Background: an optimization exercise with open tools, aiming at small area, a short achievable clock period and few clock cycles per item. Do not read the settings as production practice.
The RTL was checked by simulation tests, not by an equivalence proof against the original design.

## blowfish_dec_iter
module blowfish_dec_iter (
  input  logic         clk,
  input  logic         rst_n,
  input  logic         in_valid,
  output logic         in_ready,
  input  logic [63:0]  ct,
  input  logic [448:0] key,
  output logic         out_valid,
  input  logic         out_ready,
  output logic [63:0]  pt
);
Settings: LEC_CHECK=0, CAP_MARGIN=0, CORE_MARGIN=2, CORE_UTILIZATION=60, CTS_BUF_LIST=sky130_fd_sc_hd__clkbuf_16, CTS_CLUSTER_DIAMETER=100, CTS_CLUSTER_SIZE=30, SLEW_MARGIN=0; clock period 12.5 ns.
standard.sh (not shown) runs the stock make flow with config.mk's settings and CLKGATE_MAP_FILE= SYNTH_SCRIPT=/design/flow/synth_recipe.tcl, a recipe that flattens the netlist after the stock synthesis.
==> flow/flow/run.sh <==
#!/bin/bash
# The standard layout, with two changes to how it is made: the port buffers are the smallest
# buffer (buf_1) and timing repair aims for more setup slack than the clock period needs.
# make's full output goes to standard.log; each ORFS step logs under orfs/logs/.
set -euo pipefail
bash standard.sh \
  "BUFFER_PORTS_ARGS=-buffer_cell sky130_fd_sc_hd__buf_1" \
  "SETUP_SLACK_MARGIN=${FLOW_SETUP_MARGIN:-8.5}" \
  finish > standard.log 2>&1
The baseline produced a clean layout.
Testbench counts at the start, summed over its fixed seeds: cycles 5,168, items 320.
Edit:
--- a/flow/config.mk
+++ b/flow/config.mk
@@ -8,5 +8,5 @@
 export CAP_MARGIN = 0
 export CORE_MARGIN = 2
-export CORE_UTILIZATION = 60
+export CORE_UTILIZATION = 50
 export CTS_BUF_LIST = sky130_fd_sc_hd__clkbuf_16
 export CTS_CLUSTER_DIAMETER = 100
=> The new run completed without violations. Cell area hardly moves. Core utilization goes down by 12 points. First-iteration DRC count goes down by about a fifth. Final cell count goes up by a few percent. Area after synthesis is unchanged. Wire length goes down slightly. Register-to-register slack gets worse by 0.07 ns. Global-route usage goes down by 5.1 points.
Edit:
--- a/flow/flow/run.sh
+++ b/flow/flow/run.sh
@@ -6,4 +6,4 @@
 bash standard.sh \
   "BUFFER_PORTS_ARGS=-buffer_cell sky130_fd_sc_hd__buf_1" \
-  "SETUP_SLACK_MARGIN=${FLOW_SETUP_MARGIN:-8.5}" \
+  "SETUP_SLACK_MARGIN=${FLOW_SETUP_MARGIN:-8.75}" \
   finish > standard.log 2>&1
--- a/flow/config.mk
+++ b/flow/config.mk
@@ -8,5 +8,5 @@
 export CAP_MARGIN = 0
 export CORE_MARGIN = 2
-export CORE_UTILIZATION = 50
+export CORE_UTILIZATION = 60
 export CTS_BUF_LIST = sky130_fd_sc_hd__clkbuf_16
 export CTS_CLUSTER_DIAMETER = 100
Outcome: Global-route usage rises by 4.9 points; worst setup slack gains 0.066 ns; core utilization rises by 13 points.
Edit:
--- a/flow/flow/run.sh
+++ b/flow/flow/run.sh
@@ -6,4 +6,4 @@
 bash standard.sh \
   "BUFFER_PORTS_ARGS=-buffer_cell sky130_fd_sc_hd__buf_1" \
-  "SETUP_SLACK_MARGIN=${FLOW_SETUP_MARGIN:-8.75}" \
+  "SETUP_SLACK_MARGIN=${FLOW_SETUP_MARGIN:-8.5}" \
   finish > standard.log 2>&1
--- a/flow/config.mk
+++ b/flow/config.mk
@@ -8,7 +8,8 @@
 export CAP_MARGIN = 0
 export CORE_MARGIN = 2
-export CORE_UTILIZATION = 60
+export CORE_UTILIZATION = 55
 export CTS_BUF_LIST = sky130_fd_sc_hd__clkbuf_16
 export CTS_CLUSTER_DIAMETER = 100
 export CTS_CLUSTER_SIZE = 30
 export SLEW_MARGIN = 0
+export TNS_END_PERCENT = 30
The new run passed the timing, DRC and antenna checks.
Die area goes up by 9.0%.
Design area is lower by 1.9%.
Area after synthesis stays the same.
Edit:
--- a/flow/flow/run.sh
+++ b/flow/flow/run.sh
@@ -6,4 +6,4 @@
 bash standard.sh \
   "BUFFER_PORTS_ARGS=-buffer_cell sky130_fd_sc_hd__buf_1" \
-  "SETUP_SLACK_MARGIN=${FLOW_SETUP_MARGIN:-8.5}" \
+  "SETUP_SLACK_MARGIN=${FLOW_SETUP_MARGIN:-8}" \
   finish > standard.log 2>&1
--- a/flow/config.mk
+++ b/flow/config.mk
@@ -8,8 +8,5 @@
 export CAP_MARGIN = 0
 export CORE_MARGIN = 2
-export CORE_UTILIZATION = 55
-export CTS_BUF_LIST = sky130_fd_sc_hd__clkbuf_16
-export CTS_CLUSTER_DIAMETER = 100
-export CTS_CLUSTER_SIZE = 30
+export CORE_UTILIZATION = 60
+export CTS_BUF_LIST = sky130_fd_sc_hd__clkbuf_8
 export SLEW_MARGIN = 0
-export TNS_END_PERCENT = 30
The new run went through all stages and came out clean.
Worst setup slack loses 0.18 ns.
Fmax went down by 4.2%.
Wire length went down by 0.47%.
Critical path depth is unchanged.
Die area went down by 8.2%.
Flip-flop and latch count is unchanged.
Synthesized area is unchanged.
Global-route usage went up by 2.7 points.


Starting RTL as in the previous note.
==> flow/config.mk <==
export PLATFORM = sky130hd
export DESIGN_NAME = blowfish_dec_iter
export DESIGN_NICKNAME = blowfish_dec_iter
export VERILOG_FILES = /design/flow/design.v
export SDC_FILE = /design/flow/constraint.sdc
export NUM_CORES = 4
export LEC_CHECK = 0
export ABC_AREA = 1
export CAP_MARGIN = 0
export CORE_MARGIN = 2
export CORE_UTILIZATION = 60
export CTS_BUF_LIST = sky130_fd_sc_hd__clkbuf_16
export CTS_CLUSTER_DIAMETER = 100
export CTS_CLUSTER_SIZE = 30
export SLEW_MARGIN = 0
export TNS_END_PERCENT = 30
==> flow/constraint.sdc <==
create_clock -name core_clock -period 12.5 [get_ports {clk}]
set_input_delay 2.5000 -clock core_clock [delete_from_list [all_inputs] [get_ports {clk}]]
set_output_delay 2.5000 -clock core_clock [all_outputs]
set_load 0.01 [all_outputs]
==> flow/flow/run.sh <==
#!/bin/bash
# The standard layout, with two changes to how it is made: the port buffers are the smallest
# buffer (buf_1) and timing repair aims for more setup slack than the clock period needs.
# make's full output goes to standard.log; each ORFS step logs under orfs/logs/.
set -euo pipefail
bash standard.sh \
  "BUFFER_PORTS_ARGS=-buffer_cell sky130_fd_sc_hd__buf_1" \
  "SETUP_SLACK_MARGIN=${FLOW_SETUP_MARGIN:-9}" \
  finish > standard.log 2>&1
The baseline went through all stages and came out clean.
Testbench counts at the start, summed over its fixed seeds: cycles 5,168, items 320.
Edit:
--- a/flow/flow/run.sh
+++ b/flow/flow/run.sh
@@ -8 +8 @@
-  "SETUP_SLACK_MARGIN=${FLOW_SETUP_MARGIN:-9}" \
+  "SETUP_SLACK_MARGIN=${FLOW_SETUP_MARGIN:-8.5}" \
Result: The new run finished clean; final area shrinks by a few percent; global-route usage shrinks by 0.83 points; non-clock buffer count shrinks by 100; setup slack gains 6.6 ps.

re-timing with driven ports:
How much do the figures lean on ideal ports? The routed layouts below were timed once more, with nothing changed but the port constraints. Step 1 (the two cells are an assumption about what drives the block):
set clk [get_ports {clk}]
set_driving_cell -lib_cell sky130_fd_sc_hd__clkbuf_16 $clk
set_driving_cell -lib_cell sky130_fd_sc_hd__buf_2 [delete_from_list [all_inputs] $clk]
Step 2 moves the port delays by t, midway between the first and last clock arrival at a register: inputs arrive t later, outputs are due t later. That takes back most of the time a late clock gives input paths. a / b / c = ideal ports / drivers / drivers and shift; a / b = the first two.
run | t (ns) | setup WS [ns] | worst hold slack (ns) | worst setup path after step 2 | latest minus earliest clock arrival (ns)
the first run of note 1 | 0.720 | 8.303 / 8.303 / 8.222 | 0.312 / 0.312 / 0.312 | input to register | 0.032 / 0.033
the second run of note 1 | 0.754 | 8.234 / 8.234 / 8.196 | 0.311 / 0.311 / 0.311 | input to register | 0.038 / 0.037
the third run of note 1 | 0.716 | 8.300 / 8.300 / 8.243 | 0.320 / 0.320 / 0.320 | input to register | 0.033 / 0.033
the fourth run of note 1 | 0.726 | 8.345 / 8.345 / 8.173 | 0.303 / 0.303 / 0.303 | input to register | 0.053 / 0.053
the fifth run of note 1 | 0.894 | 8.164 / 8.164 / 8.164 | 0.296 / 0.296 / 0.296 | register to register | 0.069 / 0.070
the first run of note 2 | 0.733 | 8.551 / 8.476 / 8.447 | 0.320 / 0.320 / 0.320 | input to register | 0.029 / 0.030
the second run of note 2 | 0.721 | 8.558 / 8.480 / 8.004 | 0.311 / 0.311 / 0.311 | input to register | 0.055 / 0.056
After both steps setup and hold are still met in every run listed. For the second run of note 2, which loses most, drivers alone change the setup slack by -0.078 ns; drivers and shift together by -0.554 ns.
